This is an optimization exercise on Yosys and OpenROAD, whose aim is small area, not a production implementation.
Only simulation tests tie the RTL to the original design; equivalence was not proved.
No activity file was given, so power comes from the tool's default toggle rates.

==> design.v <==
package bssl_pkg;
  localparam int DEPTH       = 16;
  localparam int MAX_RESULTS = 16;
  localparam int NRES        = (DEPTH < MAX_RESULTS) ? DEPTH : MAX_RESULTS;
  localparam int IDX_W       = $clog2(DEPTH);
  localparam int CNT_W       = $clog2(DEPTH + 1);
  localparam int RANK_W      = 4;
  localparam int TAG_W       = 64;
  localparam int SCORE_W     = 32;
  localparam int STAMP_W     = 32;
  localparam logic CMD_INSERT = 1'b0;
  localparam logic CMD_READ   = 1'b1;
  localparam logic ST_OK   = 1'b0;
  localparam logic ST_FULL = 1'b1;
  typedef struct packed {
    logic                      cmd;
    logic [TAG_W-1:0]          entry_tag;
    logic signed [SCORE_W-1:0] new_score;
    logic [STAMP_W-1:0]        stamp;
  } in_req_t;
  typedef struct packed {
    logic                      status;
    logic                      valid_res;
    logic [RANK_W-1:0]         rank;
    logic [TAG_W-1:0]          tag_out;
    logic signed [SCORE_W-1:0] score_out;
    logic [STAMP_W-1:0]        stamp_out;
    logic                      last;
  } out_res_t;
  typedef struct packed {
    logic do_insert;
    logic rd_start;
    logic rd_next;
  } dp_cmd_t;
  typedef struct packed {
    logic out_free;
    logic multi;
    logic rd_last;
  } dp_status_t;
endpackage
module bssl_ctrl (
  input  logic                    clk,
  input  logic                    rst_n,
  input  logic                    in_valid,
  input  logic                    in_cmd,
  output logic                    in_stall,
  input  bssl_pkg::dp_status_t    st,
  output bssl_pkg::dp_cmd_t       cmd
);
  typedef enum logic {IDLE, READ} state_t;
  state_t state_r, state_nxt;
  logic   accept;
  assign accept = (state_r == IDLE) && in_valid && st.out_free;
  always_comb begin
    state_nxt    = state_r;
    cmd          = '0;
    in_stall     = 1'b1;
    unique case (state_r)
      IDLE: begin
        in_stall = !st.out_free;
        if (accept) begin
          if (in_cmd == bssl_pkg::CMD_READ) begin
            cmd.rd_start = 1'b1;
            if (st.multi) state_nxt = READ;
          end else begin
            cmd.do_insert = 1'b1;
          end
        end
      end
      READ: begin
        if (st.out_free) begin
          cmd.rd_next = 1'b1;
          if (st.rd_last) state_nxt = IDLE;
        end
      end
      default: state_nxt = IDLE;
    endcase
  end
  always_ff @(posedge clk) begin
    if (!rst_n) begin
      state_r <= IDLE;
    end else begin
      state_r <= state_nxt;
    end
  end
endmodule
module bssl_dp (
  input  logic                    clk,
  input  logic                    rst_n,
  input  bssl_pkg::in_req_t       req,
  input  bssl_pkg::dp_cmd_t       cmd,
  output bssl_pkg::dp_status_t    st,
  output logic                    out_valid,
  input  logic                    out_stall,
  output bssl_pkg::out_res_t      out_res
);
  localparam int D  = bssl_pkg::DEPTH;
  localparam int IW = bssl_pkg::IDX_W;
  localparam int CW = bssl_pkg::CNT_W;
  logic [bssl_pkg::TAG_W-1:0]          tags_r   [D];
  logic signed [bssl_pkg::SCORE_W-1:0] scores_r [D];
  logic [bssl_pkg::STAMP_W-1:0]        stamps_r [D];
  logic [IW-1:0]                       place_r  [D];
  logic [CW-1:0] fill_r;
  logic [IW-1:0] rd_idx_r;
  logic          out_valid_r;
  logic          status_r, valid_res_r, last_r;
  logic [IW-1:0] rank_r;
  logic [D-1:0]  sel_r;
  logic [D-1:0]  used, gt, wr, rd_hit;
  logic [IW-1:0] pos, rd_sel;
  logic          full, ins, load;
  assign full = fill_r[CW-1];
  assign ins  = cmd.do_insert && !full;
  assign load = cmd.do_insert || cmd.rd_start || cmd.rd_next;
  assign rd_sel = cmd.rd_start ? '0 : rd_idx_r;
  always_comb begin
    pos = '0;
    for (int i = 0; i < D; i++) begin
      used[i]   = (CW'(i) < fill_r);
      gt[i]     = used[i] && (scores_r[i] > req.new_score);
      wr[i]     = ins && (fill_r[IW-1:0] == IW'(i));
      rd_hit[i] = used[i] && (place_r[i] == rd_sel);
      pos       = pos + IW'(gt[i]);
    end
  end
  assign st.out_free = !out_valid_r || !out_stall;
  assign st.multi    = (fill_r > CW'(1));
  assign st.rd_last  = ((CW'(rd_idx_r) + CW'(1)) == fill_r);
  always_ff @(posedge clk) begin
    for (int i = 0; i < D; i++) begin
      if (wr[i]) begin
        tags_r[i]   <= req.entry_tag;
        scores_r[i] <= req.new_score;
        stamps_r[i] <= req.stamp;
        place_r[i]  <= pos;
      end else if (ins && !gt[i]) begin
        place_r[i]  <= place_r[i] + IW'(1);
      end
    end
  end
  always_ff @(posedge clk) begin
    if (cmd.do_insert) begin
      status_r    <= full;
      valid_res_r <= !full;
      rank_r      <= full ? '0 : pos;
      last_r      <= 1'b1;
      sel_r       <= wr;
    end else if (cmd.rd_start || cmd.rd_next) begin
      status_r    <= bssl_pkg::ST_OK;
      valid_res_r <= (fill_r != '0);
      rank_r      <= rd_sel;
      last_r      <= cmd.rd_start ? !st.multi : st.rd_last;
      sel_r       <= rd_hit;
    end
    if (cmd.rd_start || cmd.rd_next) rd_idx_r <= rd_sel + IW'(1);
    if (!rst_n) begin
      fill_r      <= '0;
      out_valid_r <= 1'b0;
    end else begin
      if (ins) fill_r <= fill_r + CW'(1);
      out_valid_r <= load || (out_valid_r && out_stall);
    end
  end
  always_comb begin
    out_res           = '0;
    out_res.status    = status_r;
    out_res.valid_res = valid_res_r;
    out_res.rank      = rank_r;
    out_res.last      = last_r;
    for (int i = 0; i < D; i++) begin
      out_res.tag_out   |= {bssl_pkg::TAG_W{sel_r[i]}}   & tags_r[i];
      out_res.score_out |= {bssl_pkg::SCORE_W{sel_r[i]}} & scores_r[i];
      out_res.stamp_out |= {bssl_pkg::STAMP_W{sel_r[i]}} & stamps_r[i];
    end
  end
  assign out_valid = out_valid_r;
endmodule
module bounded_sorted_score_list (
  input  logic                  clk,
  input  logic                  rst_n,
  input  logic                  in_valid,
  output logic                  in_stall,
  input  bssl_pkg::in_req_t     in_req,
  output logic                  out_valid,
  input  logic                  out_stall,
  output bssl_pkg::out_res_t    out_res
);
  bssl_pkg::dp_cmd_t    cmd;
  bssl_pkg::dp_status_t st;
  bssl_ctrl u_ctrl (
    .clk      (clk),
    .rst_n    (rst_n),
    .in_valid (in_valid),
    .in_cmd   (in_req.cmd),
    .in_stall (in_stall),
    .st       (st),
    .cmd      (cmd)
  );
  bssl_dp u_dp (
    .clk       (clk),
    .rst_n     (rst_n),
    .req       (in_req),
    .cmd       (cmd),
    .st        (st),
    .out_valid (out_valid),
    .out_stall (out_stall),
    .out_res   (out_res)
  );
endmodule
module bssl_top (
  input  logic        clk,
  input  logic        rst_n,
  input  logic        in_valid,
  output logic        in_stall,
  input  logic        in_cmd,
  input  logic [63:0] in_tag,
  input  logic [31:0] in_score,
  input  logic [31:0] in_stamp,
  output logic        out_valid,
  input  logic        out_stall,
  output logic        out_status,
  output logic        out_valid_res,
  output logic [3:0]  out_rank,
  output logic [63:0] out_tag,
  output logic [31:0] out_score,
  output logic [31:0] out_stamp,
  output logic        out_last
);
  bssl_pkg::in_req_t  req;
  bssl_pkg::out_res_t res;
  assign req.cmd       = in_cmd;
  assign req.entry_tag = in_tag;
  assign req.new_score = in_score;
  assign req.stamp     = in_stamp;
  bounded_sorted_score_list u_list (
    .clk       (clk),
    .rst_n     (rst_n),
    .in_valid  (in_valid),
    .in_stall  (in_stall),
    .in_req    (req),
    .out_valid (out_valid),
    .out_stall (out_stall),
    .out_res   (res)
  );
  assign out_status    = res.status;
  assign out_valid_res = res.valid_res;
  assign out_rank      = res.rank;
  assign out_tag       = res.tag_out;
  assign out_score     = res.score_out;
  assign out_stamp     = res.stamp_out;
  assign out_last      = res.last;
endmodule
==> run.sh <==
#!/bin/bash
# synth_recipe.tcl (not shown) runs the flow's synth.tcl, then flattens the netlist and writes it again
# the make line also repeats each setting of config.mk as NAME=value (left out here)
make -C /OpenROAD-flow-scripts/flow DESIGN_CONFIG=/design/flow/config.mk WORK_HOME=/design/flow/orfs CLKGATE_MAP_FILE= SYNTH_SCRIPT=/design/flow/synth_recipe.tcl finish
==> config.mk <==
export PLATFORM = sky130hd
export DESIGN_NAME = bssl_top
export DESIGN_NICKNAME = bssl_top
export VERILOG_FILES = /design/flow/design.v
export SDC_FILE = /design/flow/constraint.sdc
export NUM_CORES = 4
export LEC_CHECK = 0
export CAP_MARGIN = 20
export CORE_MARGIN = 2
export CORE_UTILIZATION = 40
export SLEW_MARGIN = 20
==> constraint.sdc <==
create_clock -name core_clock -period 10.0 [get_ports {clk}]
set_input_delay 2.0000 -clock core_clock [delete_from_list [all_inputs] [get_ports {clk}]]
set_output_delay 2.0000 -clock core_clock [all_outputs]
set_load 0.01 [all_outputs]
==> results of run 1 <==
-- final cells by class --
class,count,area [um^2],share of cell area
antenna,12,30.0,0.000288
clock buffer,247,5590,0.0535
clock inverter,162,1990,0.0191
inverter,94,473,0.00453
multi-input combinational,2934,24100,0.231
sequential,2146,64400,0.617
tap,2975,3720,0.0357
timing repair buffer,417,4120,0.0395
-- where the power goes --
| group | leakage (uW) | switching [uW] | total [uW] | internal, uW |
|---|---|---|---|---|
| logic | 0.0125 | 942 | 1390 | 448 |
| registers | 0.0194 | 48.7 | 10000 | 9970 |
| clock network | 0.00363 | 3620 | 8550 | 4930 |
-- critical path, cell delays in order --
cell and delay (ps):
clkdlybuf4s50_1 890, inv_1 550, ha_1 460, nand4_1 140, a21oi_1 70, a2111oi_0 770, o21ai_0 360, nor2b_1 220
mux2i_1 290, fa_1 450, inv_1 80, fa_1 440, fa_1 410, fa_1 580, inv_1 70, ha_1 280
a21o_1 120, a21oi_1 100, xnor2_2 890, nor2_1 70, a21oi_1 170
-- worst paths after layout --
kind	startpoint	end	depth (start not counted)
min reg2reg	u_list.u_dp.last_r	u_list.u_dp.last_r	1
max	in_score[25]	u_list.u_dp.place_r[13][3]	21
max reg2reg	u_list.u_dp.scores_r[0][21]	u_list.u_dp.place_r[13][3]	20
min	u_list.u_dp.last_r	u_list.u_dp.last_r	1
-- cell usage in the layout, fill, tap and decap left out, types with 9 or more instances in the layout --
cell / Yosys / final
edfxtp_1: 2138 / 2138
ha_1: 539 / 539
a221oi_1: 523 / 523
a22o_1: 512 / 512
clkdlybuf4s50_1: 0 / 269
nand4_1: 231 / 231
a21oi_1: 228 / 228
clkbuf_16: 0 / 219
nand2_1: 152 / 152
buf_4: 0 / 123
o21ai_0: 100 / 99
nor2_1: 85 / 85
a21o_1: 82 / 82
inv_1: 93 / 77
nand3_1: 75 / 75
xor2_1: 70 / 70
clkinv_1: 0 / 60
bufinv_16: 0 / 34
xnor2_1: 33 / 32
nor2b_1: 30 / 30
clkinv_2: 0 / 28
clkbuf_1: 219 / 28
nor3_1: 29 / 26
buf_12: 0 / 24
a31oi_1: 17 / 17
o211ai_1: 17 / 17
inv_8: 0 / 17
nor4_1: 17 / 16
a2111oi_0: 21 / 15
nand2b_1: 14 / 14
and3_1: 14 / 14
o41ai_1: 13 / 13
clkinvlp_4: 0 / 13
diode_2: 0 / 12
clkinv_16: 0 / 12
nor3b_1: 11 / 11
and2_1: 10 / 10
fa_1: 10 / 10
o31ai_1: 9 / 9
-- kinds of logic after synthesis --
logic type | synth area share
flip-flops | 0.717
XOR/XNOR | 0.0100
AO/OA/AOI/OAI | 0.139
buffers and inverters | 0.0155
adder cells (fa/ha/maj) | 0.0773
AND/OR/NAND/NOR | 0.0413
multiplexers | 0.000348
-- sequential cells by signal (all words and copies together), names as in the netlist, 4 cells and up --
name                  count
u_list.u_dp.sel_r        16
u_list.u_dp.rd_idx_r      4
u_list.u_dp.rank_r        4
u_list.u_dp.fill_r        5
u_list.u_dp.place_r      64
u_list.u_dp.tags_r     1024
u_list.u_dp.stamps_r    512
u_list.u_dp.scores_r    512
-- metal layers --
layer	global-route usage	vias to the layer above	wire length (um)
li1	-	23800	-
met1	0.379	29900	131000
met2	0.404	3153	139000
met3	0.0572	557	31200
met4	0.0882	46	10700
met5	0	-	285
-- metrics by stage --
step / cell area (um^2) / total power (uW) / hold slack [ps]
3_3_place_gp: 96700 / 11600 / 476
3_5_place_dp: 96700 / 11600 / 493
5_1_grt: 104000 / 20500 / 522
2_1_floorplan: 89800 / 10900 / 494
6_report: 104000 / 20000 / 504
4_1_cts: 104000 / 20000 / 508
==> impl_results.md, run 1 <==
- Outcome: complete, no violations
- Worst Setup End Kind: register
- Avg Vias per Cell: 6.39
- Period utilization: 0.875
- Final hold viol count: 0
- Antenna Nets Post-Route: 0
- Largest fanout of any net on the critical path: 17
- Final worst slack: 1250 ps
- Final weighted congestion in routability-driven placement: 0.967
- Dominant synthesized flop cell: edfxtp_1
- Global-route wire length before repair: 431000 um
- Count of buffers from port buffering: 269
- End-of-flow core utilization: 0.469
- Net Count, Synth: 6117
- Sequential-to-total area share from yosys stat: 0.717
- Cell accounting for the most synthesized area: edfxtp_1
- Data required time at the worst endpoint: 10680 ps
- WP data arrival: 9430 ps
- Pre-CTS setup slack: 604 ps
- Startpoint Class: primary input
- Initial antenna violation count: 38
- Worst slew pin tran: 1240 ps
- Pin count of the biggest net entering global routing: 117
- DRC viols: 0
- Cells after synthesis: 5435
- Number of global-route vias before repair: 54500
- Number of buffers created by CTS: 219
- Top-count cell post-synth: edfxtp_1
- Clock latency of the later-clocked register in the worst-skew pair: 870 ps
- Floorplan row count: 173
- Count of placed standard cells including taps: 8565
- Congestion Overflow GR: 0
- Number of flip-flops and latches in the synthesized netlist: 2146
- Setup repair after global routing missed its margin: no
- Share of async-settable or async-resettable flops after synthesis: 0
- Relative max-transition margin: 0.170
- Period minus WS final: 8750 ps
- Final wirelength: 313000 um
- Fraction of post-synthesis cell area in the top cell type by area: 0.715
- Post-route non-filler standard cell count: 8987
- DR vias: 57400
- Clock root buffer master: clkbuf_16
- DR WL/cell: 34.8 um
- HPWL Detailed: 173000 um
- Post-CTS resize count: 0
- Post-Syn Area per Cell: 16.5 um^2
- Die Wd: 478 um
- Setup TNS: 0 ps
- First-pass detailed-route iteration total: 6
- Largest clock skew in the final design: 80.8 ps
- Number of levels in the clock H-tree: 4
- Violation count after the first detailed-routing iteration: 7644
- Starting density of the core: 0.403
- Height of the chip: 478 um
- Number of maximum-capacitance violations: 0
- Pwr Density: 191 nW/um^2
- Number of failing setup endpoints in the final timing report: 0
- Core region area: 223000 um^2
- Proportion of layout cells with a drive suffix above 1: 0.0845
- Number of top-level pins: 270
- Number of enable flip-flop cells after synthesis: 2138
- Post-synth design cell area: 89800 um^2
- Synth-to-Final Area Change: 16.2%
- Floorplan die area: 228000 um^2
- Clock input transition at the sequential cells of the worst setup and hold paths: 60 ps
- Peak supply drop: 0.000176 V
- Min-Delay Path Class: reg -> reg
- Crit Path Category: in -> reg
- Largest cells by area after synthesis: edfxtp_1, ha_1, a221oi_1
- Filler Cells Inserted: 18800
- Tot GR Track Use: 0.266
- Number of hold-repair buffers added at the cts stage: 0
- Most frequent cells after synthesis: edfxtp_1, ha_1, a221oi_1
- Static leakage: 0.0355 uW
- CTS tree: built
- Maximum frequency from static timing analysis: 114 MHz
- Total setup buffers inserted after CTS: 0
- TritonCTS sink count: 2146
- Number of distinct library cell variants in the gate-level netlist after synthesis: 69
- Number of warnings reported in the yosys synthesis log: 6
- Number of buffers on the longest clock path: 3
- Setup slack of the most critical reg-to-reg path: 3400 ps
- Number of nets in the layout: 6494
- Max-slew violation count: 0
==> inputs of run 2 (changes only) <==
--- a/design.v
+++ b/design.v
@@ -99,6 +99,7 @@
   localparam int CW = bssl_pkg::CNT_W;
-  logic [bssl_pkg::TAG_W-1:0]          tags_r   [D];
-  logic signed [bssl_pkg::SCORE_W-1:0] scores_r [D];
-  logic [bssl_pkg::STAMP_W-1:0]        stamps_r [D];
-  logic [IW-1:0]                       place_r  [D];
+  localparam int SW = bssl_pkg::SCORE_W;
+  logic [bssl_pkg::TAG_W-1:0]   tags_r   [D];
+  logic [SW-1:0]                scores_r [D];
+  logic [bssl_pkg::STAMP_W-1:0] stamps_r [D];
+  logic [IW-1:0]                place_r  [D];
   logic [CW-1:0] fill_r;
@@ -108,6 +109,19 @@
   logic [IW-1:0] rank_r;
-  logic [D-1:0]  sel_r;
-  logic [D-1:0]  used, gt, wr, rd_hit;
+  logic [D-1:0]  used, gt, tail, sel;
   logic [IW-1:0] pos, rd_sel;
   logic          full, ins, load;
+  logic [bssl_pkg::TAG_W-1:0]   fb_tag;
+  logic [SW-1:0]                fb_score;
+  logic [bssl_pkg::STAMP_W-1:0] fb_stamp;
+  logic [IW-1:0]                fb_place;
+  function automatic logic score_gt(input logic [SW-1:0] a, input logic [SW-1:0] b);
+    logic c, ai, bi;
+    c = 1'b0;
+    for (int k = 0; k < SW; k++) begin
+      ai = (k == SW-1) ? !a[k] : a[k];
+      bi = (k == SW-1) ? !b[k] : b[k];
+      c  = (ai & !bi) | ((ai | !bi) & c);
+    end
+    score_gt = c;
+  endfunction
   assign full = fill_r[CW-1];
@@ -119,7 +133,19 @@
     for (int i = 0; i < D; i++) begin
-      used[i]   = (CW'(i) < fill_r);
-      gt[i]     = used[i] && (scores_r[i] > req.new_score);
-      wr[i]     = ins && (fill_r[IW-1:0] == IW'(i));
-      rd_hit[i] = used[i] && (place_r[i] == rd_sel);
-      pos       = pos + IW'(gt[i]);
+      used[i] = (CW'(i) < fill_r);
+      tail[i] = (CW'(i + 1) == fill_r);
+      gt[i]   = used[i] && score_gt(scores_r[i], req.new_score);
+      sel[i]  = valid_res_r && used[i] && (place_r[i] == rank_r);
+      pos     = pos + IW'(gt[i]);
+    end
+  end
+  always_comb begin
+    fb_tag   = '0;
+    fb_score = '0;
+    fb_stamp = '0;
+    fb_place = '0;
+    for (int i = 0; i < D; i++) begin
+      fb_tag   |= {bssl_pkg::TAG_W{tail[i]}}   & tags_r[i];
+      fb_score |= {SW{tail[i]}}                & scores_r[i];
+      fb_stamp |= {bssl_pkg::STAMP_W{tail[i]}} & stamps_r[i];
+      fb_place |= {IW{tail[i]}}                & place_r[i];
     end
@@ -130,11 +156,18 @@
   always_ff @(posedge clk) begin
-    for (int i = 0; i < D; i++) begin
-      if (wr[i]) begin
-        tags_r[i]   <= req.entry_tag;
-        scores_r[i] <= req.new_score;
-        stamps_r[i] <= req.stamp;
-        place_r[i]  <= pos;
-      end else if (ins && !gt[i]) begin
-        place_r[i]  <= place_r[i] + IW'(1);
-      end
+    if (ins) begin
+      tags_r[0]   <= req.entry_tag;
+      scores_r[0] <= req.new_score;
+      stamps_r[0] <= req.stamp;
+      place_r[0]  <= pos;
+    end else begin
+      tags_r[0]   <= fb_tag;
+      scores_r[0] <= fb_score;
+      stamps_r[0] <= fb_stamp;
+      place_r[0]  <= fb_place;
+    end
+    for (int i = 1; i < D; i++) begin
+      tags_r[i]   <= tags_r[i-1];
+      scores_r[i] <= scores_r[i-1];
+      stamps_r[i] <= stamps_r[i-1];
+      place_r[i]  <= place_r[i-1] + IW'(ins && !gt[i-1]);
     end
@@ -147,3 +180,2 @@
       last_r      <= 1'b1;
-      sel_r       <= wr;
     end else if (cmd.rd_start || cmd.rd_next) begin
@@ -153,3 +185,2 @@
       last_r      <= cmd.rd_start ? !st.multi : st.rd_last;
-      sel_r       <= rd_hit;
     end
@@ -171,5 +202,5 @@
     for (int i = 0; i < D; i++) begin
-      out_res.tag_out   |= {bssl_pkg::TAG_W{sel_r[i]}}   & tags_r[i];
-      out_res.score_out |= {bssl_pkg::SCORE_W{sel_r[i]}} & scores_r[i];
-      out_res.stamp_out |= {bssl_pkg::STAMP_W{sel_r[i]}} & stamps_r[i];
+      out_res.tag_out   |= {bssl_pkg::TAG_W{sel[i]}}   & tags_r[i];
+      out_res.score_out |= {SW{sel[i]}}                & scores_r[i];
+      out_res.stamp_out |= {bssl_pkg::STAMP_W{sel[i]}} & stamps_r[i];
     end
--- a/config.mk
+++ b/config.mk
@@ -9,3 +9,4 @@
 export CORE_MARGIN = 2
-export CORE_UTILIZATION = 40
+export CORE_UTILIZATION = 60
+export CTS_CLUSTER_SIZE = 30
 export SLEW_MARGIN = 20
==> run 2 against run 1 <==
  * Still clean on timing, DRC and antenna
  * Utilization up 22 points
  * Worst hold slack worse by 160 ps
  * Global-route usage is 18 points higher
  * Critical path type unchanged
  * Largest power group unchanged
==> impl_results.md, run 2 <==
- Pin count of the biggest net entering global routing: 127 (was 117)
- Outcome: complete, no violations (unchanged)
- Number of buffers created by CTS: 200 (was 219)
- Filler Cells Inserted: 9375 (was 18800)
- Final hold viol count: 0 (unchanged)
- Sequential-to-total area share from yosys stat: 0.564 (was 0.717)
- Biggest regs: u_list.u_dp.tags_r: 1024 flops, u_list.u_dp.scores_r: 512 flops, u_list.u_dp.stamps_r: 512 flops (unchanged)
- Dominant synthesized flop cell: dfxtp_1 (was edfxtp_1)
- Number of distinct library cell variants in the gate-level netlist after synthesis: 82 (was 69)
- Clock latency of the later-clocked register in the worst-skew pair: 860 ps (was 870 ps)
- Startpoint Class: primary input (unchanged)
- Congestion Overflow GR: 0 (unchanged)
- Tot GR Track Use: 0.448 (was 0.266)
- Starting density of the core: 0.604 (was 0.403)
- Post-synth design cell area: 75800 um^2 (was 89800 um^2)
- Antenna Nets Post-Route: 0 (unchanged)
- Clock root buffer master: clkbuf_16 (unchanged)
- Most frequent cells after synthesis: dfxtp_1, a22o_1, a221oi_1 (was edfxtp_1, ha_1, a221oi_1)
- Number of enable flip-flop cells after synthesis: 10 (was 2138)
- Core region area: 126000 um^2 (was 223000 um^2)
- DRC viols: 0 (unchanged)
- Final weighted congestion in routability-driven placement: 1.02 (was 0.967)
- Proportion of layout cells with a drive suffix above 1: 0.0706 (was 0.0845)
- Net Count, Synth: 7089 (was 6117)
- CTS tree: built (unchanged)
- Largest register by flop count: u_list.u_dp.tags_r (unchanged)
- Floorplan row count: 130 (was 173)
- Pwr Density: 223 nW/um^2 (was 191 nW/um^2)
- End-of-flow core utilization: 0.690 (was 0.469)
- Top-count cell post-synth: dfxtp_1 (was edfxtp_1)
- TritonCTS sink count: 2130 (was 2146)
- Peak supply drop: 0.000215 V (was 0.000176 V)
- Violation count after the first detailed-routing iteration: 15900 (was 7644)
- Clock input transition at the sequential cells of the worst setup and hold paths: 60 ps (about the same)
- DR WL/cell: 34.9 um (was 34.8 um)
- Initial antenna violation count: 12 (was 38)
- HPWL Detailed: 165000 um (was 173000 um)
- First-pass detailed-route iteration total: 22 (was 6)
- Total setup buffers inserted after CTS: 0 (unchanged)
- Flip-flop and latch area: 42700 um^2 (was 64400 um^2)
- Count of buffers from port buffering: 269 (unchanged)
- Largest clock skew in the final design: 45.5 ps (was 80.8 ps)
- Period utilization: 0.914 (was 0.875)
- Post-Syn Area per Cell: 11.0 um^2 (was 16.5 um^2)
- Number of failing setup endpoints in the final timing report: 0 (unchanged)
- Worst r2r dst: u_list.u_dp.rank_r[2] (was u_list.u_dp.place_r[13][3])
- Min-Delay Path Class: reg -> reg (unchanged)
- Start point of the worst hold path: u_list.u_dp.tags_r[0][20] (was u_list.u_dp.last_r)
- Period minus WS final: 9140 ps (was 8750 ps)
- Worst slew pin tran: 1320 ps (was 1240 ps)
- Number of buffers on the longest clock path: 3 (unchanged)
- Number of levels in the clock H-tree: 4 (unchanged)
- Final hold slack: 344 ps (was 504 ps)
- Floorplan die area: 129000 um^2 (was 228000 um^2)
- Avg Vias per Cell: 7.81 (was 6.39)
- Final wirelength: 304000 um (was 313000 um)
- Number of flip-flops and latches in the synthesized netlist: 2130 (was 2146)
- Pre-CTS setup slack: 202 ps (was 604 ps)
- Setup repair after global routing missed its margin: no (unchanged)
- Number of cells on the worst reg-to-reg path: 20 (unchanged)
- Setup slack of the most critical reg-to-reg path: 2580 ps (was 3400 ps)
- Largest cells by area after synthesis: dfxtp_1, a22o_1, a221oi_1 (was edfxtp_1, ha_1, a221oi_1)
- Crit Path Category: in -> reg (unchanged)
- Worst Setup End Kind: register (unchanged)
- DR vias: 68000 (was 57400)
- Number of top-level pins: 270 (unchanged)
- Setup TNS: 0 ps (unchanged)
- Cell area after layout: 86700 um^2 (was 104000 um^2)
- Worst reg2reg path startpoint: u_list.u_dp.scores_r[11][10] (was u_list.u_dp.scores_r[0][21])
- Placement-stage cell area: 79700 um^2 (was 96700 um^2)
- Fraction of post-synthesis cell area in the top cell type by area: 0.560 (was 0.715)
- Data required time at the worst endpoint: 10580 ps (was 10680 ps)
- WP data arrival: 9720 ps (was 9430 ps)
- WHS Path Cells: 0 (was 1)
- Top library cells by usage in the layout, fill and taps aside: dfxtp_1, a22o_1, a221oi_1, a222oi_1, a22oi_1 (was edfxtp_1, ha_1, a221oi_1, a22o_1, clkdlybuf4s50_1)
- Synth-to-Final Area Change: 14.3% (was 16.2%)
- Most frequent standard cell in the layout excluding fill and tap cells: dfxtp_1 (was edfxtp_1)
- Number of nets in the layout: 7070 (was 6494)
- Number of hold-repair buffers added at the cts stage: 0 (unchanged)
- Global-route wire length before repair: 439000 um (was 431000 um)
- Maximum frequency from static timing analysis: 109 MHz (was 114 MHz)
- Max reg flops: 1024 (unchanged)
- Height of the chip: 360 um (was 478 um)
- Post-CTS resize count: 0 (unchanged)
- Die Wd: 360 um (was 478 um)
- Number of warnings reported in the yosys synthesis log: 6 (unchanged)
- Area of the multi-input gates: 30500 um^2 (was 24100 um^2)
- Final worst slack: 861 ps (was 1250 ps)
- Cells after synthesis: 6906 (was 5435)
- Static leakage: 0.0317 uW (was 0.0355 uW)
- Relative max-transition margin: 0.119 (was 0.170)
- Worst hold endpoint: u_list.u_dp.tags_r[1][20] (was u_list.u_dp.last_r)
- Max-slew violation count: 0 (unchanged)
- Number of global-route vias before repair: 65300 (was 54500)
- Number of maximum-capacitance violations: 0 (unchanged)
- Largest fanout of any net on the critical path: 10 (was 17)
- Share of async-settable or async-resettable flops after synthesis: 0 (unchanged)
- Cell accounting for the most synthesized area: dfxtp_1 (was edfxtp_1)
==> run 2: cell types whose count changed after synthesis, sizes merged, moves of 122 or more <==
cell    before   now
a222oi       0   410
a22oi        1   335
clkbuf     220   515
dfxtp        8  2120
edfxtp    2138    10
ha         539    40
maj3         0   122
nor2        85   211
==> run 2: how the worst max path moves through the flow <==
stage,to,from,cells after the start,slack (ps)
floorplan,u_list.u_dp.rank_r[2],in_score[10],22,1770
CTS,u_list.u_dp.rank_r[2],in_score[0],22,1070
detailed placement,u_list.u_dp.rank_r[2],in_score[0],22,200
finish,u_list.u_dp.rank_r[2],in_score[0],22,860
global placement,u_list.u_dp.rank_r[2],in_score[0],22,320
global route,u_list.u_dp.rank_r[2],in_score[0],22,620
==> run 2: metal layers <==
| layer | vias to the layer above | part of all wire | global-route usage |
|---|---|---|---|
| li1 | 27700 | - | - |
| met1 | 32600 | 0.37 | 0.604 |
| met2 | 6399 | 0.42 | 0.645 |
| met3 | 1284 | 0.16 | 0.140 |
| met4 | 10 | 0.055 | 0.233 |
| met5 | - | 0.00021 | 0.000740 |
==> run 2: cell type report <==
class | count | area share
Clock inverter | 74 | 0.0123
Tap cell | 1650 | 0.0238
Antenna cell | 6 | 0.000173
Multi-Input combinational cell | 4040 | 0.352
Sequential cell | 2130 | 0.493
Clock buffer | 295 | 0.0681
Timing Repair Buffer | 377 | 0.0440
Inverter | 138 | 0.00598
==> run 2: where the power goes <==
group          internal (uW)  switching [uW]
clock                   4580            3380
sequential              9390             994
combinational            430             538
total                  14400            4920
==> run 2: kinds of logic (layout without fill, tap and decap cells) <==
group | after synthesis | in the layout | synth area share
AO/OA/AOI/OAI | 2683 | 2683 | 0.287
buffers and inverters | 736 | 884 | 0.0365
other | 0 | 6 | 0
adder cells (fa/ha/maj) | 172 | 172 | 0.0254
flip-flops | 2130 | 2130 | 0.564
XOR/XNOR | 105 | 105 | 0.0121
AND/OR/NAND/NOR | 1080 | 1080 | 0.0754
==> run 2: metrics by stage <==
step	std cells	total power, uW
floorplan	6906	10700
global placement	8335	11400
detailed placement	8335	11400
CTS	8704	19200
global route	8707	19800
finish	8710	19300
==> run 2: worst max-delay path, stage by stage <==
cell and delay, ps:
clkdlybuf4s50_1 730, inv_2 180, a21oi_1 190, a211oi_1 80, a2111oi_0 690, o211ai_1 220, a222oi_1 490, o311ai_1 180
maj3_1 410, a221oi_1 450, o21ai_1 150, maj3_1 400, a221oi_1 380, fa_1 510, fa_1 560, fa_1 460
fa_1 550, inv_1 40, ha_1 220, fa_1 400, xor2_1 200, a22o_1 200
==> inputs of run 3 (changes only) <==
==> flow/run.sh (new file) <==
#!/bin/bash
export BUFFER_PORTS_ARGS="-buffer_cell sky130_fd_sc_hd__buf_1"
export CTS_ARGS="-sink_clustering_enable -repair_clock_nets -dont_use_dummy_load -sink_clustering_size 24 -sink_clustering_max_diameter 150"
bash standard.sh > standard.log 2>&1
==> standard.sh (new file) <==
#!/bin/bash
# synth_recipe.tcl (not shown) runs the flow's synth.tcl, then flattens the netlist and writes it again
# the make line also repeats each setting of config.mk as NAME=value (left out here)
make -C /OpenROAD-flow-scripts/flow DESIGN_CONFIG=/design/flow/config.mk WORK_HOME=/design/flow/orfs CLKGATE_MAP_FILE= SYNTH_SCRIPT=/design/flow/synth_recipe.tcl "${@:-finish}"
--- a/config.mk
+++ b/config.mk
@@ -10,3 +10,2 @@
 export CORE_UTILIZATION = 60
-export CTS_CLUSTER_SIZE = 30
 export SLEW_MARGIN = 20
removed: run.sh
==> run 3 against run 2 <==
  * Still clean on timing, DRC and antenna
  * Sequential share of layout area rose by 3.8 points
  * Register-to-register slack improved by 70 ps
  * Die area did not move
  * Via count fell by 0.92%
  * Routed wire length fell by 1.1%
  * Combinational power fell by 4.1%
  * Flip-flop and latch count did not move
  * Area after synthesis did not move
  * Clock skew rose by 13 ps
==> impl_results.md, run 3 <==
- Outcome: complete, no violations (unchanged)
- Flip-flop and latch area: 42700 um^2 (unchanged)
- Cell accounting for the most synthesized area: dfxtp_1 (unchanged)
- Number of global-route vias before repair: 63700 (was 65300)
- Top-count cell post-synth: dfxtp_1 (unchanged)
- Congestion Overflow GR: 0 (unchanged)
- Sequential-to-total area share from yosys stat: 0.564 (unchanged)
- Number of enable flip-flop cells after synthesis: 10 (unchanged)
- Count of buffers from port buffering: 269 (unchanged)
- Share of async-settable or async-resettable flops after synthesis: 0 (unchanged)
- Core region area: 126000 um^2 (unchanged)
- Max reg flops: 1024 (unchanged)
- Worst Setup End Kind: register (unchanged)
- Crit Path Category: in -> reg (unchanged)
- Static leakage: 0.0289 uW (was 0.0317 uW)
- Starting density of the core: 0.604 (unchanged)
- Overall power consumption: 15700 uW (was 19300 uW)
- Tot GR Track Use: 0.442 (was 0.448)
- Max-slew violation count: 0 (unchanged)
- Met3 routed WL: 45300 um (was 48600 um)
- Setup repair after global routing missed its margin: no (unchanged)
- TritonCTS sink count: 2130 (unchanged)
- Pin count of the biggest net entering global routing: 137 (was 127)
- Top library cells by usage in the layout, fill and taps aside: dfxtp_1, a22o_1, a221oi_1, a222oi_1, a22oi_1 (unchanged)
- Post-synth design cell area: 75800 um^2 (unchanged)
- Fraction of post-synthesis cell area in the top cell type by area: 0.560 (unchanged)
- Height of the chip: 360 um (unchanged)
- Number of nets in the layout: 6968 (was 7070)
- HPWL Detailed: 167000 um (was 165000 um)
- WP data arrival: 9160 ps (was 9720 ps)
- Period utilization: 0.866 (was 0.914)
- Total setup buffers inserted after CTS: 0 (unchanged)
- Violation count after the first detailed-routing iteration: 15600 (was 15900)
- Net Count, Synth: 7089 (unchanged)
- Min-Delay Path Class: reg -> reg (unchanged)
- Filler Cells Inserted: 10200 (was 9375)
- Post-Syn Area per Cell: 11.0 um^2 (unchanged)
- Synth-to-Final Area Change: 6.05% (was 14.3%)
- Setup TNS: 0 ps (unchanged)
- Post-route non-filler standard cell count: 8443 (was 8710)
- Number of buffers on the longest clock path: 3 (unchanged)
- Floorplan row count: 130 (unchanged)
- DR WL/cell: 35.6 um (was 34.9 um)
- Initial antenna violation count: 13 (was 12)
- Global-route wire length before repair: 433000 um (was 439000 um)
- Area of the multi-input gates: 30500 um^2 (about the same)
- Number of flip-flops and latches in the synthesized netlist: 2130 (unchanged)
- Clock latency of the later-clocked register in the worst-skew pair: 760 ps (was 860 ps)
- Dominant synthesized flop cell: dfxtp_1 (unchanged)
- Number of maximum-capacitance violations: 0 (unchanged)
- Floorplan die area: 129000 um^2 (unchanged)
- Final wirelength: 301000 um (was 304000 um)
- Largest register by flop count: u_list.u_dp.tags_r (unchanged)
- Proportion of layout cells with a drive suffix above 1: 0.0400 (was 0.0706)
- Number of levels in the clock H-tree: 3 (was 4)
- Period minus WS final: 8660 ps (was 9140 ps)
- Number of hold-repair buffers added at the cts stage: 0 (unchanged)
- Most frequent standard cell in the layout excluding fill and tap cells: dfxtp_1 (unchanged)
- Largest cells by area after synthesis: dfxtp_1, a22o_1, a221oi_1 (unchanged)
- Largest fanout of any net on the critical path: 10 (unchanged)
- Final weighted congestion in routability-driven placement: 1.03 (was 1.02)
- Clock input transition at the sequential cells of the worst setup and hold paths: 100 ps (was 60 ps)
- Most frequent cells after synthesis: dfxtp_1, a22o_1, a221oi_1 (unchanged)
- Total routed wire length on the met1 layer: 114000 um (was 112000 um)
- Cells after synthesis: 6906 (unchanged)
- CTS tree: built (unchanged)
- DR vias: 67400 (was 68000)
- Largest clock skew in the final design: 58.7 ps (was 45.5 ps)
- Die Wd: 360 um (unchanged)
- Number of warnings reported in the yosys synthesis log: 6 (unchanged)
- Antenna Nets Post-Route: 0 (unchanged)
- Peak supply drop: 0.000179 V (was 0.000215 V)
- Count of placed standard cells including taps: 8335 (unchanged)
- Amount of wire on met2 after detailed routing: 126000 um (was 127000 um)
- Startpoint Class: primary input (unchanged)
- Number of buffers created by CTS: 98 (was 200)
- Number of failing setup endpoints in the final timing report: 0 (unchanged)
- Final hold viol count: 0 (unchanged)
- DRC viols: 0 (unchanged)
- Pwr Density: 195 nW/um^2 (was 223 nW/um^2)
- Avg Vias per Cell: 7.98 (was 7.81)
- Post-CTS resize count: 0 (unchanged)
- Data required time at the worst endpoint: 10500 ps (was 10580 ps)
- Number of top-level pins: 270 (unchanged)
- Number of distinct library cell variants in the gate-level netlist after synthesis: 82 (unchanged)
- Maximum frequency from static timing analysis: 115 MHz (was 109 MHz)
- Worst slew pin tran: 1330 ps (was 1320 ps)
- First-pass detailed-route iteration total: 11 (was 22)
- Relative max-transition margin: 0.111 (was 0.119)
- Clock root buffer master: clkbuf_16 (unchanged)
- Biggest regs: u_list.u_dp.tags_r: 1024 flops, u_list.u_dp.scores_r: 512 flops, u_list.u_dp.stamps_r: 512 flops (unchanged)
- Highest metal layer with signal wires: met5 (unchanged)
[run 3: cell counts after synthesis]
No cell type changed its count.
[run 3: worst max-delay path, stage by stage]
cell       delay [ps]
buf_1             120
buf_4             190
inv_2             100
a21oi_1           170
a211oi_1           90
a2111oi_0         580
o211ai_1          230
a222oi_1          510
o311ai_1          190
maj3_1            420
a221oi_1          420
o21ai_1           150
maj3_1            400
a221oi_1          430
fa_1              510
fa_1              560
fa_1              460
fa_1              550
inv_1              40
ha_1              220
fa_1              390
xor2_1            190
a22o_1            200
[run 3: cells by family after synthesis]
group                      count (synthesis)  synth area share
AOI/OAI and AO/OA                       2683             0.287
xor gates and xnor gates                 105            0.0121
adders and majority gates                172            0.0254
buffers and inverters                    736            0.0365
DFF                                     2130             0.564
and+or+nand+nor                         1080            0.0754
[run 3: final timing paths]
check                         startpoint                           to  slack [ps]  cells after the start
min          u_list.u_dp.stamps_r[4][15]  u_list.u_dp.stamps_r[5][15]         330                      0
max reg2reg  u_list.u_dp.scores_r[15][0]        u_list.u_dp.rank_r[2]        2650                     20
min reg2reg  u_list.u_dp.stamps_r[4][15]  u_list.u_dp.stamps_r[5][15]         330                      0
max                          in_score[0]        u_list.u_dp.rank_r[2]        1340                     23
[run 3: routing by layer]
layer | up-vias | track usage
met2 | 6246 | 0.642
met4 | 12 | 0.212
li1 | 27400 | -
met3 | 1219 | 0.128
met1 | 32600 | 0.606
met5 | - | 0
[run 3: power by group]
part | total [uW] | switching (uW) | leakage [uW] | internal [uW]
Sequential | 10400 | 986 | 0.0177 | 9380
Combinational | 928 | 539 | 0.00996 | 389
Clock | 4360 | 2610 | 0.00121 | 1750
Total | 15700 | 4140 | 0.0289 | 11500
[run 3: final cells by class]
cell class	instances	area share
diodes	10	0.000311
clock buffers	98	0.0305
inverters	138	0.00644
multi-input cells	4040	0.380
flip-flops and latches	2130	0.531
well taps	1650	0.0257
repair buffers	377	0.0261
[run 3: through the flow]
step	area [um^2]	util	setup slack, ps	hold WS, ps
6_report	80400	0.641	1340	332
5_1_grt	80400	0.640	1240	335
4_1_cts	80400	0.640	1460	324
3_5_place_dp	78000	0.621	713	357
3_3_place_gp	77900	0.621	729	353
2_1_floorplan	75800	-	1770	349
==> inputs of run 4 (changes only) <==
--- a/design.v
+++ b/design.v
@@ -141,11 +141,11 @@
   always_comb begin
-    fb_tag   = '0;
-    fb_score = '0;
-    fb_stamp = '0;
-    fb_place = '0;
+    fb_tag   = ins ? req.entry_tag : '0;
+    fb_score = ins ? req.new_score : '0;
+    fb_stamp = ins ? req.stamp     : '0;
+    fb_place = ins ? pos           : '0;
     for (int i = 0; i < D; i++) begin
-      fb_tag   |= {bssl_pkg::TAG_W{tail[i]}}   & tags_r[i];
-      fb_score |= {SW{tail[i]}}                & scores_r[i];
-      fb_stamp |= {bssl_pkg::STAMP_W{tail[i]}} & stamps_r[i];
-      fb_place |= {IW{tail[i]}}                & place_r[i];
+      fb_tag   |= {bssl_pkg::TAG_W{tail[i] && !ins}}   & tags_r[i];
+      fb_score |= {SW{tail[i] && !ins}}                & scores_r[i];
+      fb_stamp |= {bssl_pkg::STAMP_W{tail[i] && !ins}} & stamps_r[i];
+      fb_place |= {IW{tail[i] && !ins}}                & place_r[i];
     end
@@ -156,13 +156,6 @@
   always_ff @(posedge clk) begin
-    if (ins) begin
-      tags_r[0]   <= req.entry_tag;
-      scores_r[0] <= req.new_score;
-      stamps_r[0] <= req.stamp;
-      place_r[0]  <= pos;
-    end else begin
-      tags_r[0]   <= fb_tag;
-      scores_r[0] <= fb_score;
-      stamps_r[0] <= fb_stamp;
-      place_r[0]  <= fb_place;
-    end
+    tags_r[0]   <= fb_tag;
+    scores_r[0] <= fb_score;
+    stamps_r[0] <= fb_stamp;
+    place_r[0]  <= fb_place;
     for (int i = 1; i < D; i++) begin
==> flow/run.sh (replaced) <==
#!/bin/bash
export BUFFER_PORTS_ARGS="-buffer_cell sky130_fd_sc_hd__buf_1"
export CTS_ARGS="-sink_clustering_enable -repair_clock_nets -dont_use_dummy_load -sink_clustering_size 24 -sink_clustering_max_diameter 120"
bash standard.sh > standard.log 2>&1
--- a/config.mk
+++ b/config.mk
@@ -9,3 +9,3 @@
 export CORE_MARGIN = 2
-export CORE_UTILIZATION = 60
+export CORE_UTILIZATION = 50
 export SLEW_MARGIN = 20
==> run 4 against run 3 <==
  * Still clean
  * Count of clock-buffer cells in the layout stayed put
  * Sequential power is 6% lower
  * Final cell count is 3.2% higher
  * Cell area grew 0.12%
  * Synthesized cell count is 1.8% lower
  * Clock power increased by 0.9%
  * Global-route usage shrank 5.1 points
  * Critical path type unchanged
  * Largest cell class unchanged
==> impl_results.md, run 4 <==
- Number of buffers on the longest clock path: 3 (unchanged)
- Setup repair after global routing missed its margin: no (unchanged)
- Number of warnings reported in the yosys synthesis log: 6 (unchanged)
- Cells after synthesis: 6783 (was 6906)
- Die Wd: 392 um (was 360 um)
- WP data arrival: 9540 ps (was 9160 ps)
- Top-count cell post-synth: dfxtp_1 (unchanged)
- Share of async-settable or async-resettable flops after synthesis: 0 (unchanged)
- Number of distinct library cell variants in the gate-level netlist after synthesis: 85 (was 82)
- Number of enable flip-flop cells after synthesis: 10 (unchanged)
- Final worst slack: 1060 ps (was 1340 ps)
- Antenna Nets Post-Route: 0 (unchanged)
- Pre-CTS setup slack: 377 ps (was 713 ps)
- Congestion Overflow GR: 0 (unchanged)
- Period utilization: 0.894 (was 0.866)
- Pin count of the biggest net entering global routing: 129 (was 137)
- Floorplan row count: 142 (was 130)
- Sequential group share of total power: 0.652 (was 0.662)
- TritonCTS sink count: 2130 (unchanged)
- DR vias: 66500 (was 67400)
- Peak supply drop: 0.000141 V (was 0.000179 V)
- Static leakage: 0.0277 uW (was 0.0289 uW)
- Crit Path Category: in -> reg (unchanged)
- Number of flip-flops and latches in the synthesized netlist: 2130 (unchanged)
- Net switching share of the total power: 0.253 (was 0.264)
- First-pass detailed-route iteration total: 17 (was 11)
- Setup TNS: 0 ps (unchanged)
- Clock latency of the later-clocked register in the worst-skew pair: 740 ps (was 760 ps)
- Height of the chip: 392 um (was 360 um)
- Largest clock skew in the final design: 61.6 ps (was 58.7 ps)
- Most frequent cells after synthesis: dfxtp_1, a22oi_1, a222oi_1 (was dfxtp_1, a22o_1, a221oi_1)
- Tot GR Track Use: 0.392 (was 0.442)
- Min-Delay Path Class: reg -> reg (unchanged)
- Switch Pwr: 3790 uW (was 4140 uW)
- Maximum frequency from static timing analysis: 112 MHz (was 115 MHz)
- Top library cells by usage in the layout, fill and taps aside: dfxtp_1, a22oi_1, a222oi_1, a22o_1, a221oi_1 (was dfxtp_1, a22o_1, a221oi_1, a222oi_1, a22oi_1)
- Final hold viol count: 0 (unchanged)
- Max-slew violation count: 0 (unchanged)
- Start point of the worst hold path: u_list.u_dp.tags_r[2][56] (was u_list.u_dp.stamps_r[4][15])
- Proportion of layout cells with a drive suffix above 1: 0.0435 (was 0.0400)
- Cell accounting for the most synthesized area: dfxtp_1 (unchanged)
- Net Count, Synth: 6967 (was 7089)
- Synth-to-Final Area Change: 6.97% (was 6.05%)
- Clock root buffer master: clkbuf_16 (unchanged)
- Most frequent standard cell in the layout excluding fill and tap cells: dfxtp_1 (unchanged)
- Final wirelength: 315000 um (was 301000 um)
- Number of top-level pins: 270 (unchanged)
- Number of nets in the layout: 6881 (was 6968)
- Worst slew pin tran: 1240 ps (was 1330 ps)
- CTS tree: built (unchanged)
- HPWL Detailed: 172000 um (was 167000 um)
- Number of levels in the clock H-tree: 3 (unchanged)
- Pwr Density: 186 nW/um^2 (was 195 nW/um^2)
- Number of buffers created by CTS: 98 (unchanged)
- Proportion of power drawn by the clock network: 0.294 (was 0.279)
- Floorplan die area: 154000 um^2 (was 129000 um^2)
- Initial antenna violation count: 25 (was 13)
- Count of buffers from port buffering: 269 (unchanged)
- DRC viols: 0 (unchanged)
- Final weighted congestion in routability-driven placement: 0.995 (was 1.03)
- Post-Syn Area per Cell: 11.1 um^2 (was 11.0 um^2)
- Dominant synthesized flop cell: dfxtp_1 (unchanged)
- Worst reg2reg path startpoint: u_list.u_dp.scores_r[3][10] (was u_list.u_dp.scores_r[15][0])
- Post-CTS resize count: 0 (unchanged)
- Core region area: 150000 um^2 (was 126000 um^2)
- Largest fanout of any net on the critical path: 12 (was 10)
- Avg Vias per Cell: 7.63 (was 7.98)
- Fraction of post-synthesis cell area in the top cell type by area: 0.564 (was 0.560)
- Period minus WS final: 8940 ps (was 8660 ps)
- Number of failing setup endpoints in the final timing report: 0 (unchanged)
- Clock input transition at the sequential cells of the worst setup and hold paths: 100 ps (about the same)
- Relative max-transition margin: 0.168 (was 0.111)
- Biggest regs: u_list.u_dp.tags_r: 1024 flops, u_list.u_dp.scores_r: 512 flops, u_list.u_dp.stamps_r: 512 flops (unchanged)
- Internal power of the cells: 11200 uW (was 11500 uW)
- Violation count after the first detailed-routing iteration: 14000 (was 15600)
- Number of hold-repair buffers added at the cts stage: 0 (unchanged)
- DR WL/cell: 36.1 um (was 35.6 um)
- Post-synth design cell area: 75300 um^2 (was 75800 um^2)
- Global-route wire length before repair: 449000 um (was 433000 um)
- Starting density of the core: 0.503 (was 0.604)
- Number of global-route vias before repair: 64000 (was 63700)
- Largest register by flop count: u_list.u_dp.tags_r (unchanged)
- Total setup buffers inserted after CTS: 0 (unchanged)
- Largest cells by area after synthesis: dfxtp_1, a222oi_1, a22oi_1 (was dfxtp_1, a22o_1, a221oi_1)
- Sequential-to-total area share from yosys stat: 0.568 (was 0.564)
- Max reg flops: 1024 (unchanged)
- Startpoint Class: primary input (unchanged)
- Outcome: complete, no violations (unchanged)
- Worst Setup End Kind: register (unchanged)
- Comb pwr share: 0.053 (was 0.059)
- Filler Cells Inserted: 13100 (was 10200)
- Data required time at the worst endpoint: 10610 ps (was 10500 ps)
- Worst setup path startpoint: in_score[1] (was in_score[0])
- Number of maximum-capacitance violations: 0 (unchanged)
## run 4: cell count changes after synthesis, moves of 23 or more
cell,change
nor3_1,-23
buf_1,-24
a22oi_1,+281
a211oi_1,-41
nand4b_1,+67
nor2_1,-70
nor2b_1,-26
a221oi_1,-200
a22o_1,-206
a21oi_1,-171
a222oi_1,+143
and4_1,+46
nand2_1,+96
## run 4: final cells by class
cell class	instances	area, um^2	share of cell area
Multi-Input combinational cell	3915	30000	0.372
Clock buffer	98	2450	0.0305
Tap cell	2016	2520	0.0313
Inverter	156	588	0.00730
Sequential cell	2130	42700	0.531
Antenna cell	4	10.0	0.000124
Timing Repair Buffer	396	2260	0.0281
## run 4: worst max-delay path, stage by stage
cell and delay (ps):
buf_1 220, inv_1 100, buf_4 180, a21o_1 120, a311oi_1 90, o32ai_1 490, maj3_1 300, o21ai_1 130
a2111oi_1 710, o211ai_1 250, maj3_1 410, maj3_1 350, a2111oi_1 410, nor2_1 120, fa_1 470, fa_1 540
fa_1 530, fa_1 540, inv_1 40, ha_1 210, fa_1 380, xnor2_1 210, nor2_1 90, a221o_1 300
a21oi_1 100, and3_1 160, nand4_1 70
## run 4: per-layer routing
| layer | track usage | share of wire | vias up |
|---|---|---|---|
| li1 | - | - | 27100 |
| met1 | 0.534 | 0.39 | 32400 |
| met2 | 0.569 | 0.42 | 5841 |
| met3 | 0.121 | 0.15 | 1147 |
| met4 | 0.170 | 0.047 | 34 |
| met5 | 0 | 0.00064 | - |
## run 4: cells by family (layout without fill, tap and decap cells)
family | count (synthesis) | after routing | synth area share
adders and majority gates | 174 | 174 | 0.0259
other | 0 | 4 | 0
DFF | 2130 | 2130 | 0.568
AOI/OAI and AO/OA | 2448 | 2448 | 0.269
and+or+nand+nor | 1188 | 1188 | 0.0882
xor gates and xnor gates | 105 | 105 | 0.0122
buffers and inverters | 738 | 650 | 0.0372
## run 4: path summary, 6_finish.rpt
path	to	slack, ps	cells after the start
min reg2reg	u_list.u_dp.tags_r[3][56]	350	0
max	u_list.u_dp.place_r[0][2]	1060	27
max reg2reg	u_list.u_dp.place_r[0][2]	2310	24
min	u_list.u_dp.tags_r[3][56]	350	0
## run 4: metrics by stage
step | cell area, um^2 | power (uW) | hold slack (ps) | instances | utilization
after floorplan | 75300 | 10200 | 349 | 6783 | -
after global placement | 78100 | 10700 | 351 | 8613 | 0.522
after detailed placement | 78100 | 10700 | 356 | 8613 | 0.522
after CTS | 80500 | 14900 | 344 | 8711 | 0.538
after global routing | 80500 | 15400 | 351 | 8714 | 0.538
final | 80500 | 15000 | 353 | 8715 | 0.538
## run 4: power by group through the flow
stage          clock network (uW)  registers [uW]  logic, uW
3_3_place_gp                    0            9900        764
3_5_place_dp                    0            9900        769
2_1_floorplan                   0            9650        519
4_1_cts                      4430            9710        775
5_1_grt                      4710            9800        852
6_report                     4400            9750        799
==> inputs of run 5 (changes only) <==
--- a/design.v
+++ b/design.v
@@ -105,3 +105,2 @@
   logic [CW-1:0] fill_r;
-  logic [IW-1:0] rd_idx_r;
   logic          out_valid_r;
@@ -129,3 +128,3 @@
   assign load = cmd.do_insert || cmd.rd_start || cmd.rd_next;
-  assign rd_sel = cmd.rd_start ? '0 : rd_idx_r;
+  assign rd_sel = cmd.rd_start ? '0 : (rank_r + IW'(1));
   always_comb begin
@@ -154,3 +153,3 @@
   assign st.multi    = (fill_r > CW'(1));
-  assign st.rd_last  = ((CW'(rd_idx_r) + CW'(1)) == fill_r);
+  assign st.rd_last  = ((CW'(rank_r) + CW'(2)) == fill_r);
   always_ff @(posedge clk) begin
@@ -179,3 +178,2 @@
     end
-    if (cmd.rd_start || cmd.rd_next) rd_idx_r <= rd_sel + IW'(1);
     if (!rst_n) begin
==> run 5 against run 4 <==
  * Combinational power rose by 5.0%
  * Synthesized cell count fell by 0.35%
  * Flip-flop and latch count fell by 4
  * Still clean
  * Count of clock-buffer cells in the layout did not move
  * Worst setup slack improved by 16 ps
  * Die area fell by 0.65%
  * Critical endpoint is now u_list.u_dp.place_r[0][1]
  * Register-to-register slack barely moved
  * Via count barely moved
  * Sequential power barely moved
  * Cell area fell by 0.82%
==> impl_results.md, run 5 <==
- Internal power of the cells: 11200 uW (about the same)
- Clock input transition at the sequential cells of the worst setup and hold paths: 110 ps (was 100 ps)
- Number of distinct library cell variants in the gate-level netlist after synthesis: 82 (was 85)
- Avg Vias per Cell: 7.73 (was 7.63)
- Largest register by flop count: u_list.u_dp.tags_r (unchanged)
- DR vias: 66500 (about the same)
- Post-Syn Area per Cell: 11.1 um^2 (about the same)
- Congestion Overflow GR: 0 (unchanged)
- Starting density of the core: 0.505 (was 0.503)
- Final wirelength: 316000 um (was 315000 um)
- Worst slew pin tran: 1180 ps (was 1240 ps)
- CTS tree: built (unchanged)
- Period utilization: 0.892 (was 0.894)
- Maximum frequency from static timing analysis: 112 MHz (about the same)
- Max reg flops: 1024 (unchanged)
- Post-route non-filler standard cell count: 8606 (was 8715)
- Post-CTS resize count: 0 (unchanged)
- Max-slew violation count: 0 (unchanged)
- Pwr Density: 187 nW/um^2 (was 186 nW/um^2)
- Number of buffers created by CTS: 98 (unchanged)
- Overall power consumption: 15000 uW (about the same)
- Worst Setup End Kind: register (unchanged)
- First-pass detailed-route iteration total: 14 (was 17)
- Number of top-level pins: 270 (unchanged)
- Count of buffers from port buffering: 269 (unchanged)
- Min-Delay Path Class: reg -> reg (unchanged)
- Proportion of power drawn by the clock network: 0.293 (was 0.294)
- Clock root buffer master: clkbuf_16 (unchanged)
- Sequential group share of total power: 0.651 (was 0.652)
- Largest fanout of any net on the critical path: 12 (unchanged)
- Number of flip-flops and latches in the synthesized netlist: 2126 (was 2130)
- Violation count after the first detailed-routing iteration: 15000 (was 14000)
- Number of nets in the layout: 6857 (was 6881)
- Highest metal layer with signal wires: met5 (unchanged)
- Number of enable flip-flop cells after synthesis: 6 (was 10)
- Number of buffers on the longest clock path: 3 (unchanged)
- Met3 routed WL: 44600 um (was 45700 um)
- Static leakage: 0.0285 uW (was 0.0277 uW)
- Final hold viol count: 0 (unchanged)
- Total setup buffers inserted after CTS: 0 (unchanged)
- Cell accounting for the most synthesized area: dfxtp_1 (unchanged)
- Filler Cells Inserted: 13000 (was 13100)
- Core region area: 148000 um^2 (was 150000 um^2)
- Tot GR Track Use: 0.397 (was 0.392)
- TritonCTS sink count: 2126 (was 2130)
- Peak supply drop: 0.000147 V (was 0.000141 V)
- Crit Path Category: in -> reg (unchanged)
- Dominant synthesized flop cell: dfxtp_1 (unchanged)
- Setup repair after global routing missed its margin: no (unchanged)
- DRC viols: 0 (unchanged)
- Antenna Nets Post-Route: 0 (unchanged)
- Number of failing setup endpoints in the final timing report: 0 (unchanged)
- Top-count cell post-synth: dfxtp_1 (unchanged)
- Most frequent standard cell in the layout excluding fill and tap cells: dfxtp_1 (unchanged)
- Fraction of post-synthesis cell area in the top cell type by area: 0.567 (was 0.564)
- Clock latency of the later-clocked register in the worst-skew pair: 780 ps (was 740 ps)
- Outcome: complete, no violations (unchanged)
- Sequential-to-total area share from yosys stat: 0.570 (was 0.568)
- End-of-flow core utilization: 0.539 (was 0.538)
- Net switching share of the total power: 0.255 (was 0.253)
- Post-synth design cell area: 74800 um^2 (was 75300 um^2)
- DR WL/cell: 36.8 um (was 36.1 um)
- Period minus WS final: 8920 ps (was 8940 ps)
- Largest clock skew in the final design: 58.5 ps (was 61.6 ps)
- HPWL Detailed: 178000 um (was 172000 um)
- Top library cells by usage in the layout, fill and taps aside: dfxtp_1, a222oi_1, a221oi_1, a22oi_1, a22o_1 (was dfxtp_1, a22oi_1, a222oi_1, a22o_1, a221oi_1)
- Proportion of layout cells with a drive suffix above 1: 0.0432 (was 0.0435)
- Comb pwr share: 0.056 (was 0.053)
- Cells after synthesis: 6759 (was 6783)
- Count of placed standard cells including taps: 8503 (was 8613)
- WP data arrival: 9520 ps (was 9540 ps)
- Largest cells by area after synthesis: dfxtp_1, a222oi_1, a221oi_1 (was dfxtp_1, a222oi_1, a22oi_1)
- Floorplan die area: 153000 um^2 (was 154000 um^2)
- Die Wd: 391 um (was 392 um)
- Biggest regs: u_list.u_dp.tags_r: 1024 flops, u_list.u_dp.scores_r: 512 flops, u_list.u_dp.stamps_r: 512 flops (unchanged)
- Most frequent cells after synthesis: dfxtp_1, a222oi_1, clkbuf_1 (was dfxtp_1, a22oi_1, a222oi_1)
- Number of maximum-capacitance violations: 0 (unchanged)
- Total routed wire length on the met1 layer: 121000 um (was 122000 um)
- Setup TNS: 0 ps (unchanged)
- Number of warnings reported in the yosys synthesis log: 6 (unchanged)
- Amount of wire on met2 after detailed routing: 134000 um (was 132000 um)
- Floorplan row count: 141 (was 142)
- Relative max-transition margin: 0.213 (was 0.168)
- Number of global-route vias before repair: 63100 (was 64000)
- Pin count of the biggest net entering global routing: 111 (was 129)
- Share of async-settable or async-resettable flops after synthesis: 0 (unchanged)
- Initial antenna violation count: 19 (was 25)
- Height of the chip: 391 um (was 392 um)
- Net Count, Synth: 6943 (was 6967)
- Synth-to-Final Area Change: 6.80% (was 6.97%)
- Final weighted congestion in routability-driven placement: 1.00 (was 0.995)
- Global-route wire length before repair: 451000 um (was 449000 um)
- Startpoint Class: primary input (unchanged)
- Switch Pwr: 3820 uW (was 3790 uW)
- Area of the multi-input gates: 29600 um^2 (was 30000 um^2)
- Number of levels in the clock H-tree: 3 (unchanged)
- Flip-flop and latch area: 42600 um^2 (was 42700 um^2)
- Final hold slack: 343 ps (was 353 ps)
- Data required time at the worst endpoint: 10600 ps (was 10610 ps)
- Number of hold-repair buffers added at the cts stage: 0 (unchanged)
run 5: power by group through the flow:
stage | clock network [uW] | logic (uW) | registers, uW
after floorplan | 0 | 543 | 9640
after global placement | 0 | 798 | 9900
after detailed placement | 0 | 806 | 9900
after CTS | 4400 | 812 | 9700
after global routing | 4700 | 901 | 9800
final | 4380 | 839 | 9750
run 5: path summary, 6_finish.rpt:
kind / start / endpoint / slack [ps] / cells after the start
min: u_list.u_dp.tags_r[6][31] / u_list.u_dp.tags_r[7][31] / 340 / 0
max: in_score[0] / u_list.u_dp.place_r[0][1] / 1080 / 26
max reg2reg: u_list.u_dp.scores_r[3][20] / u_list.u_dp.place_r[0][1] / 2310 / 23
min reg2reg: u_list.u_dp.tags_r[6][31] / u_list.u_dp.tags_r[7][31] / 340 / 0
run 5: cells by family (layout without fill, tap and decap cells):
group	Yosys count	count (layout)	share of synthesized area
simple gates	1147	1147	0.0788
other cells	0	5	0
buf+inv	731	643	0.0370
xor+xnor	107	107	0.0125
mux	24	24	0.00321
compound gates	2466	2466	0.275
flops	2126	2126	0.570
fa+ha+maj	158	158	0.0239
run 5: metrics by stage:
| step | cell area [um^2] | setup WS [ps] |
|---|---|---|
| after floorplan | 74800 | 1950 |
| after global placement | 77400 | 846 |
| after detailed placement | 77400 | 569 |
| after CTS | 79900 | 1340 |
| after global routing | 79900 | 809 |
| final | 79900 | 1080 |
run 5: area by class of cell:
type	count	share of cell area
inverter	147	0.00691
timing repair buffer	398	0.0277
antenna	5	0.000157
tap	1930	0.0302
multi-input combinational	3902	0.371
sequential	2126	0.534
clock buffer	98	0.0307
run 5: critical path, cell delays in order:
cell,delay (ps)
buf_1,240
inv_2,220
a21o_1,170
a311oi_1,90
o32ai_1,360
maj3_1,270
o221ai_1,130
a211oi_1,590
o31ai_1,230
o31ai_1,430
o221ai_1,230
a211oi_1,510
o41ai_1,200
fa_1,560
inv_1,60
fa_1,520
inv_1,60
fa_1,470
fa_1,550
inv_1,50
ha_1,220
fa_1,470
a222oi_1,350
o21ai_0,170
a221oi_1,260
nand3_1,130
run 5: per-layer routing:
| metal | up-vias | global-route usage |
|---|---|---|
| li1 | 27000 | - |
| met1 | 32400 | 0.536 |
| met2 | 5892 | 0.583 |
| met3 | 1135 | 0.112 |
| met4 | 30 | 0.190 |
| met5 | - | 0.000319 |
==> inputs of run 6 (changes only) <==
--- a/config.mk
+++ b/config.mk
@@ -7,5 +7,5 @@
 export LEC_CHECK = 0
-export CAP_MARGIN = 20
+export CAP_MARGIN = 10
 export CORE_MARGIN = 2
 export CORE_UTILIZATION = 50
-export SLEW_MARGIN = 20
+export SLEW_MARGIN = 10
==> run 6 against run 5 <==
  * Critical path type unchanged
  * Sequential share of layout area unchanged
  * Worst hold slack unchanged
  * Critical endpoint unchanged
  * Critical path depth unchanged
==> impl_results.md, run 6 <==
- Outcome: complete, no violations (unchanged)
- Max reg flops: 1024 (unchanged)
- Period utilization: 0.892 (unchanged)
- Crit Path Category: in -> reg (unchanged)
- Most frequent CP cell: fa_1 (unchanged)
- Clock input transition at the sequential cells of the worst setup and hold paths: 110 ps (about the same)
- Most frequent cells after synthesis: dfxtp_1, a222oi_1, clkbuf_1 (unchanged)
- Sequential-to-total area share from yosys stat: 0.570 (unchanged)
- Tot GR Track Use: 0.397 (unchanged)
- CTS tree: built (unchanged)
- Startpoint Class: primary input (unchanged)
- Number of hold-repair buffers added at the cts stage: 0 (unchanged)
- Clock latency of the later-clocked register in the worst-skew pair: 780 ps (about the same)
- Number of enable flip-flop cells after synthesis: 6 (unchanged)
- Floorplan die area: 153000 um^2 (unchanged)
- Cell accounting for the most synthesized area: dfxtp_1 (unchanged)
- Final hold viol count: 0 (unchanged)
- DR vias: 66500 (unchanged)
- Count of buffers from port buffering: 269 (unchanged)
- Pin count of the biggest net entering global routing: 111 (unchanged)
- Top library cells by usage in the layout, fill and taps aside: dfxtp_1, a222oi_1, a221oi_1, a22oi_1, a22o_1 (unchanged)
- First-pass detailed-route iteration total: 14 (unchanged)
- WP data arrival: 9520 ps (about the same)
- Number of flip-flops and latches in the synthesized netlist: 2126 (unchanged)
- Clock root buffer master: clkbuf_16 (unchanged)
- Number of buffers on the longest clock path: 3 (unchanged)
- Total setup buffers inserted after CTS: 0 (unchanged)
- Final wirelength: 316000 um (unchanged)
- Number of nets in the layout: 6857 (unchanged)
- Avg Vias per Cell: 7.73 (unchanged)
- Final weighted congestion in routability-driven placement: 1.00 (unchanged)
- Relative max-transition margin: 0.213 (unchanged)
- Proportion of power drawn by the clock network: 0.293 (about the same)
- DR WL/cell: 36.8 um (unchanged)
- Setup TNS: 0 ps (unchanged)
- Number of global-route vias before repair: 63100 (unchanged)
- Internal power of the cells: 11200 uW (unchanged)
- Net switching share of the total power: 0.255 (unchanged)
- TritonCTS sink count: 2126 (unchanged)
- Area of the multi-input gates: 29600 um^2 (unchanged)
- Min-Delay Path Class: reg -> reg (unchanged)
- Height of the chip: 391 um (unchanged)
- Post-Syn Area per Cell: 11.1 um^2 (unchanged)
- Fraction of post-synthesis cell area in the top cell type by area: 0.567 (unchanged)
- Global-route wire length before repair: 451000 um (unchanged)
- Violation count after the first detailed-routing iteration: 15000 (unchanged)
- Dominant synthesized flop cell: dfxtp_1 (unchanged)
- Most frequent standard cell in the layout excluding fill and tap cells: dfxtp_1 (unchanged)
- Share of async-settable or async-resettable flops after synthesis: 0 (unchanged)
- Number of warnings reported in the yosys synthesis log: 6 (unchanged)
- Post-route non-filler standard cell count: 8606 (unchanged)
- Switch Pwr: 3820 uW (unchanged)
- Core region area: 148000 um^2 (unchanged)
- Sum of buffers and inverters on the critical path: 5 (unchanged)
- Largest fanout of any net on the critical path: 12 (unchanged)
- Die Wd: 391 um (unchanged)
- Peak supply drop: 0.000147 V (unchanged)
- Static leakage: 0.0285 uW (unchanged)
- Floorplan row count: 141 (unchanged)
- Comb pwr share: 0.056 (about the same)
- Post-CTS resize count: 0 (unchanged)
- Number of levels in the clock H-tree: 3 (unchanged)
- Period minus WS final: 8920 ps (unchanged)
- Number of buffers created by CTS: 98 (unchanged)
- Initial antenna violation count: 19 (unchanged)
- Largest register by flop count: u_list.u_dp.tags_r (unchanged)
- Worst slew pin tran: 1180 ps (unchanged)
- Post-synth design cell area: 74800 um^2 (unchanged)
- Library cell contributing the largest single delay on the critical path: a211oi_1 (unchanged)
- Setup repair after global routing missed its margin: no (unchanged)
- Top-count cell post-synth: dfxtp_1 (unchanged)
-- run 6: cell counts in the layout (fill, tap and decap cells not counted) --
No cell type changed its count.
-- run 6: cells by family (layout without fill, tap and decap cells) --
group | count (synthesis) | in the layout | share of synthesized area
adder cells (fa/ha/maj) | 158 | 158 | 0.0239
flip-flops | 2126 | 2126 | 0.570
other | 0 | 5 | 0
XOR/XNOR | 107 | 107 | 0.0125
AND/OR/NAND/NOR | 1147 | 1147 | 0.0788
buffers and inverters | 731 | 643 | 0.0370
multiplexers | 24 | 24 | 0.00321
AO/OA/AOI/OAI | 2466 | 2466 | 0.275
-- run 6: metal layers --
metal	wire, um	part of all wire	GRT usage
met2	134000	0.42	0.583
met3	44600	0.14	0.112
met1	121000	0.38	0.536
met4	16900	0.053	0.190
met5	229	0.00072	0.000319
-- run 6: power groups by stage --
stage               clock [uW]  sequential, uW  combinational (uW)
floorplan                    0            9640                 543
global placement             0            9900                 798
detailed placement           0            9900                 806
CTS                       4400            9700                 812
global route              4700            9800                 901
finish                    4380            9750                 839
-- run 6: layout make-up --
type,instances,area share
sequential,2126,0.534
tap,1930,0.0302
inverter,147,0.00691
multi-input combinational,3902,0.371
timing repair buffer,398,0.0277
antenna,5,0.000157
clock buffer,98,0.0307
-- run 6: worst reg2reg max path, delay by kind of cell, from the launching register on --
family | cells | cell delay (ps)
flops | 1 | 410
fa+ha+maj | 7 | 2960
buf+inv | 1 | 50
simple gates | 5 | 1010
compound gates | 10 | 3170
-- run 6: metrics by stage --
step	utilization	cell area (um^2)	setup WS, ps	power (uW)
after CTS	0.539	79900	1340	14900
final	0.539	79900	1080	15000
after detailed placement	0.522	77400	569	10700
after global placement	0.522	77400	846	10700
after floorplan	-	74800	1950	10200
after global routing	0.539	79900	809	15400
-- run 6: final timing paths --
path	depth (start not counted)	slack, ps	end	start
max	26	1080	u_list.u_dp.place_r[0][1]	in_score[0]
min	0	340	u_list.u_dp.tags_r[7][31]	u_list.u_dp.tags_r[6][31]
max reg2reg	23	2310	u_list.u_dp.place_r[0][1]	u_list.u_dp.scores_r[3][20]
min reg2reg	0	340	u_list.u_dp.tags_r[7][31]	u_list.u_dp.tags_r[6][31]

==> re-timing with driven ports <==
The results above use ideal ports. As a check the final layouts listed here were re-extracted and re-timed, cells and wires unchanged.
Step 1 sets driving cells, clkbuf_16 on the clock port and buf_2 on the other inputs (assumed; they add their load-dependent delay and slew).
Step 2 also shifts input and output timing later by t, the mid clock arrival at the registers, as if the neighbouring blocks saw the same clock.
Slacks: ideal / step 1 / step 2; pairs: ideal / step 1.
run	t, ns	slack for setup (ns)
run 1	0.936	1.251 / 1.306 / 0.369
run 2	0.913	0.861 / 0.919 / 0.006
run 3	0.820	1.341 / 1.399 / 0.580
run 4	0.816	1.062 / 1.083 / 0.268
run 5	0.823	1.078 / 1.115 / 0.292
run 6	0.823	1.078 / 1.115 / 0.292
After both steps every run listed still meets setup and hold.
